From an optimization exercise on the open Yosys and OpenROAD flow, aimed at small area, a short achievable clock period and few clock cycles per item; shortcuts taken in it are not production practice.
Only simulation tests tie the RTL to the original design; equivalence was not proved.
No activity file was given, so power comes from the tool's default toggle rates.

## wip/violet
// key_value_table
module key_value_table
(
    input  logic        i_clk,
    input  logic        i_rst_n,
    input  logic        i_s_axis_tvalid,
    output logic        o_s_axis_tready,
    input  logic [63:0] i_s_axis_tdata,    
    input  logic [1:0]  i_s_axis_tuser,    
    output logic        o_m_axis_tvalid,
    input  logic        i_m_axis_tready,
    output logic [31:0] o_m_axis_tdata,    
    output logic [1:0]  o_m_axis_tuser     
);
==> flow/config.mk <==
export PLATFORM = sky130hd
export DESIGN_NAME = key_value_table
export DESIGN_NICKNAME = key_value_table
export VERILOG_FILES = /design/flow/design.v
export SDC_FILE = /design/flow/constraint.sdc
export NUM_CORES = 4
export LEC_CHECK = 0
export CAP_MARGIN = 20
export CORE_MARGIN = 2
export CORE_UTILIZATION = 40
export CTS_CLUSTER_DIAMETER = 100
export CTS_CLUSTER_SIZE = 25
export PLACE_DENSITY = 0.8
export SETUP_SLACK_MARGIN = 2.0
export SLEW_MARGIN = 20
export TNS_END_PERCENT = 5
==> flow/constraint.sdc <==
create_clock -name core_clock -period 4.0 [get_ports {i_clk}]
set_input_delay 0.8000 -clock core_clock [delete_from_list [all_inputs] [get_ports {i_clk}]]
set_output_delay 0.8000 -clock core_clock [all_outputs]
set_load 0.01 [all_outputs]
standard.sh (not shown) runs the stock make flow with config.mk's settings and CLKGATE_MAP_FILE= SYNTH_SCRIPT=/design/flow/synth_recipe.tcl, a recipe that flattens the netlist after the stock synthesis.
==> flow/flow/run.sh <==
#!/bin/bash
# The standard layout (standard.sh: the ORFS flow and its standard
# synthesis, unchanged) with one difference: the port buffers that ORFS adds
# before global placement are sky130_fd_sc_hd__buf_2 instead of the default
# delay cell, so every input and output still has its own buffer.
set -euo pipefail
export BUFFER_PORTS_ARGS="-buffer_cell sky130_fd_sc_hd__buf_2"
bash standard.sh > standard_flow.log 2>&1
wip/violet reached the final stage; the timing, DRC and antenna checks on its layout passed.
Testbench counts of wip/violet, summed over its fixed seeds: cycles 9,616, items 9,600.
#### Input delta (wip/willow over wip/violet)
- removing PLACE_DENSITY (formerly 0.8)
Findings:
- In the flow results for wip/willow and wip/violet, the share of the clock period used by the worst path is larger on wip/violet.
- wip/willow and wip/violet ended up with nearly the same register cell area after layout.
- wip/willow -> wip/violet: die width delta 0, exact match
- The via count reported for wip/willow is lower than the one for wip/violet.
## Diff of input files: wip/garnet against wip/willow
==> flow/flow/run.sh <==
#!/bin/bash
# The standard layout (standard.sh: the ORFS flow and its standard
# synthesis, unchanged) with one difference: the port buffers that ORFS adds
# before global placement are sky130_fd_sc_hd__buf_4 instead of the default
# delay cell, so every input and output still has its own buffer.
set -euo pipefail
export BUFFER_PORTS_ARGS="-buffer_cell sky130_fd_sc_hd__buf_4"
bash standard.sh > standard_flow.log 2>&1
The global-route met3 utilization was comparable across wip/garnet and wip/willow.
The core utilization of the finished layout of wip/willow and that of wip/garnet are within noise of each other.
Diff wip/garnet..wip/willow | final wirelength | negligible
i_s_axis_tdata[18] as the launch point of the critical path was reported by wip/willow, and i_s_axis_tdata[14] by wip/garnet.
Area after detailed placement: wip/garnet vs wip/willow up 0.30%
Pin slew with the least headroom to its limit down 0.059 ns in wip/garnet wrt wip/willow
Destination of the critical timing path = r_match[4]: wip/willow; destination of the critical timing path = r_match[13]: wip/garnet
Changes observed in wip/garnet relative to wip/willow: share of total power in the clock network now smaller, area of the multi-input gates grew by 0.53%, final design area excluding fillers did not really move.
The higher number of antenna repair diodes of wip/garnet and wip/willow is in wip/willow.

* * *

== run 1 ==
key_value_table, a different RTL version from the one above (not shown whole).
Size: roughly 2,700 cells after synthesis, ~1,200 flip-flops, roughly 110 I/O pins, roughly 46,000 um2 of cells after synthesis.
==> flow/config.mk <==
export PLATFORM = sky130hd
export DESIGN_NAME = key_value_table
export DESIGN_NICKNAME = key_value_table
export VERILOG_FILES = /design/flow/design.v
export SDC_FILE = /design/flow/constraint.sdc
export NUM_CORES = 4
export LEC_CHECK = 0
export CAP_MARGIN = 20
export CORE_MARGIN = 2
export CORE_UTILIZATION = 40
export CTS_CLUSTER_DIAMETER = 100
export CTS_CLUSTER_SIZE = 25
export SETUP_SLACK_MARGIN = 1.7
export SLEW_MARGIN = 20
export TNS_END_PERCENT = 5
==> flow/constraint.sdc <==
create_clock -name core_clock -period 4.0 [get_ports {i_clk}]
set_input_delay 0.8000 -clock core_clock [delete_from_list [all_inputs] [get_ports {i_clk}]]
set_output_delay 0.8000 -clock core_clock [all_outputs]
set_load 0.01 [all_outputs]
run.sh (not shown) runs the stock make flow with config.mk's settings and CLKGATE_MAP_FILE= SYNTH_SCRIPT=/design/flow/synth_recipe.tcl, a recipe that flattens the netlist after the stock synthesis.
Stock flow here: none of the scripts above is used.
Run 1 | status: complete | timing, DRC, antenna: pass
Testbench counts of run 1, summed over its fixed seeds: cycles 9,616, items 9,600.
diff inputs: run 1 => run 2
- swapping 1.7 for 2.0 in SETUP_SLACK_MARGIN
- swapping 25 for 30 in CTS_CLUSTER_SIZE
Notes after the runs:
- On number of flip-flops and latches, run 2 tracks run 1 almost exactly.
- Side by side, combinational group share of total power turned out higher in run 2 than in run 1.
- Compared run 2 vs run 1, and clock network fraction of total power is down in run 2.
- Looking at run 2 and run 1, the critical path's largest stage delay is a wash.
- Between run 2 and run 1, the difference in area taken by flip-flops and latches is negligible.
- Re core area: no difference whatsoever between run 2 and run 1.
- Filler-free cell count of the finished design: run 2 > run 1
- | shortest clock period the worst path allows after layout | run 2 vs run 1 | 0.14 ns lower |
- For first-pass GRT wire length, run 2 and run 1 come out practically identical.
Input-level comparison between run 3 and run 2:
- CORE_UTILIZATION: 40 -> 50
- CTS_CLUSTER_SIZE: 30 -> 25
==> comparison <==
- In the reports for run 2 and run 3, the smaller inserted tap cell count belongs to run 3.
- ~same share of layout cells above drive strength 1 in run 2 and run 3
- Delta(worst setup skew after layout, run 3 - run 2) < 0
- Reported for run 2 and run 3, synthesized area per cell turned out identical to the last digit.
- In run 3 the maximum fanout encountered on the critical timing path turned out 12 higher than in run 2.
- Run 3: clock network power share higher than run 2
- Run 3: number of buffers other than clock buffers in the final layout is 26 higher than what run 2 reported.
- Looking at cell-internal power, run 3 sits about 1.5% higher than run 2 does.
- After detailed routing, run 2 needs less wire than run 3.
- Compared run 3 vs run 2, and number of gates on the worst path with buffers counted is up in run 3.
- The final reports for run 3 and run 2 show overall via count from detail_route higher in the former.
Relative to run 3, the following input files were edited for run 4:
- CORE_UTILIZATION: 50 -> 40
==> flow/flow/run.sh (new file) <==
#!/bin/bash
# The standard layout (standard.sh: the ORFS flow and its standard
# synthesis, unchanged) with one difference: the port buffers that ORFS adds
# before global placement are sky130_fd_sc_hd__buf_2 instead of the default
# delay cell, so every input and output still has its own buffer.
set -euo pipefail
export BUFFER_PORTS_ARGS="-buffer_cell sky130_fd_sc_hd__buf_2"
bash standard.sh > standard_flow.log 2>&1
==> flow/standard.sh (new file) <==
#!/bin/bash
# synth_recipe.tcl (not shown) runs the flow's synth.tcl, then flattens the netlist and writes it again
# the make line also repeats each setting of config.mk as NAME=value (left out here)
make -C /OpenROAD-flow-scripts/flow DESIGN_CONFIG=/design/flow/config.mk WORK_HOME=/design/flow/orfs CLKGATE_MAP_FILE= SYNTH_SCRIPT=/design/flow/synth_recipe.tcl "${@:-finish}"
removed: flow/run.sh
==> run notes <==
Against run 3 as the reference, run 4 delivers a higher die area. In terms of total design power, run 4 and run 3 differ only marginally. Placeable core region: run 4 worse than run 3. Re maximum frequency: run 4 is about 2.5% up on run 3.

==> separate check: timing with driven ports <==
No port has a modelled driver above. Below, the same layouts with a new extraction and two added sets of constraints. Step 1 sets driving cells, clkbuf_16 on the clock port and buf_2 on the other inputs (assumed; they add their load-dependent delay and slew). Step 2 times the ports against the registers' clock, not the clock port: input delays grow and output delays shrink by t, the midpoint of the rising clock arrivals with the driver on. a / b / c = ideal ports / drivers / drivers and shift; a / b = the first two.
| run | t, ns | setup slack, ns | worst hold slack (ns) | latest minus earliest clock arrival (ns) |
|---|---|---|---|---|
| wip/violet | 0.733 | 1.744 / 1.744 / 1.063 | 0.282 / 0.241 / 0.469 | 0.048 / 0.048 |
| wip/willow | 0.758 | 1.778 / 1.797 / 1.072 | 0.289 / 0.242 / 0.467 | 0.063 / 0.063 |
| wip/garnet | 0.744 | 1.814 / 1.816 / 1.105 | 0.286 / 0.245 / 0.467 | 0.051 / 0.052 |
| run 1 | 0.747 | 1.470 / 1.510 / 0.763 | 0.463 / 0.463 / 0.463 | 0.037 / 0.038 |
| run 2 | 0.738 | 1.609 / 1.609 / 0.928 | 0.466 / 0.466 / 0.466 | 0.052 / 0.052 |
| run 3 | 0.704 | 1.607 / 1.613 / 0.936 | 0.463 / 0.463 / 0.463 | 0.034 / 0.034 |
| run 4 | 0.756 | 1.666 / 1.707 / 0.951 | 0.253 / 0.211 / 0.465 | 0.061 / 0.061 |
After both steps every run listed still meets setup and hold. For run 4, which loses most, drivers alone change the setup slack by +0.041 ns; drivers and shift together by -0.715 ns.
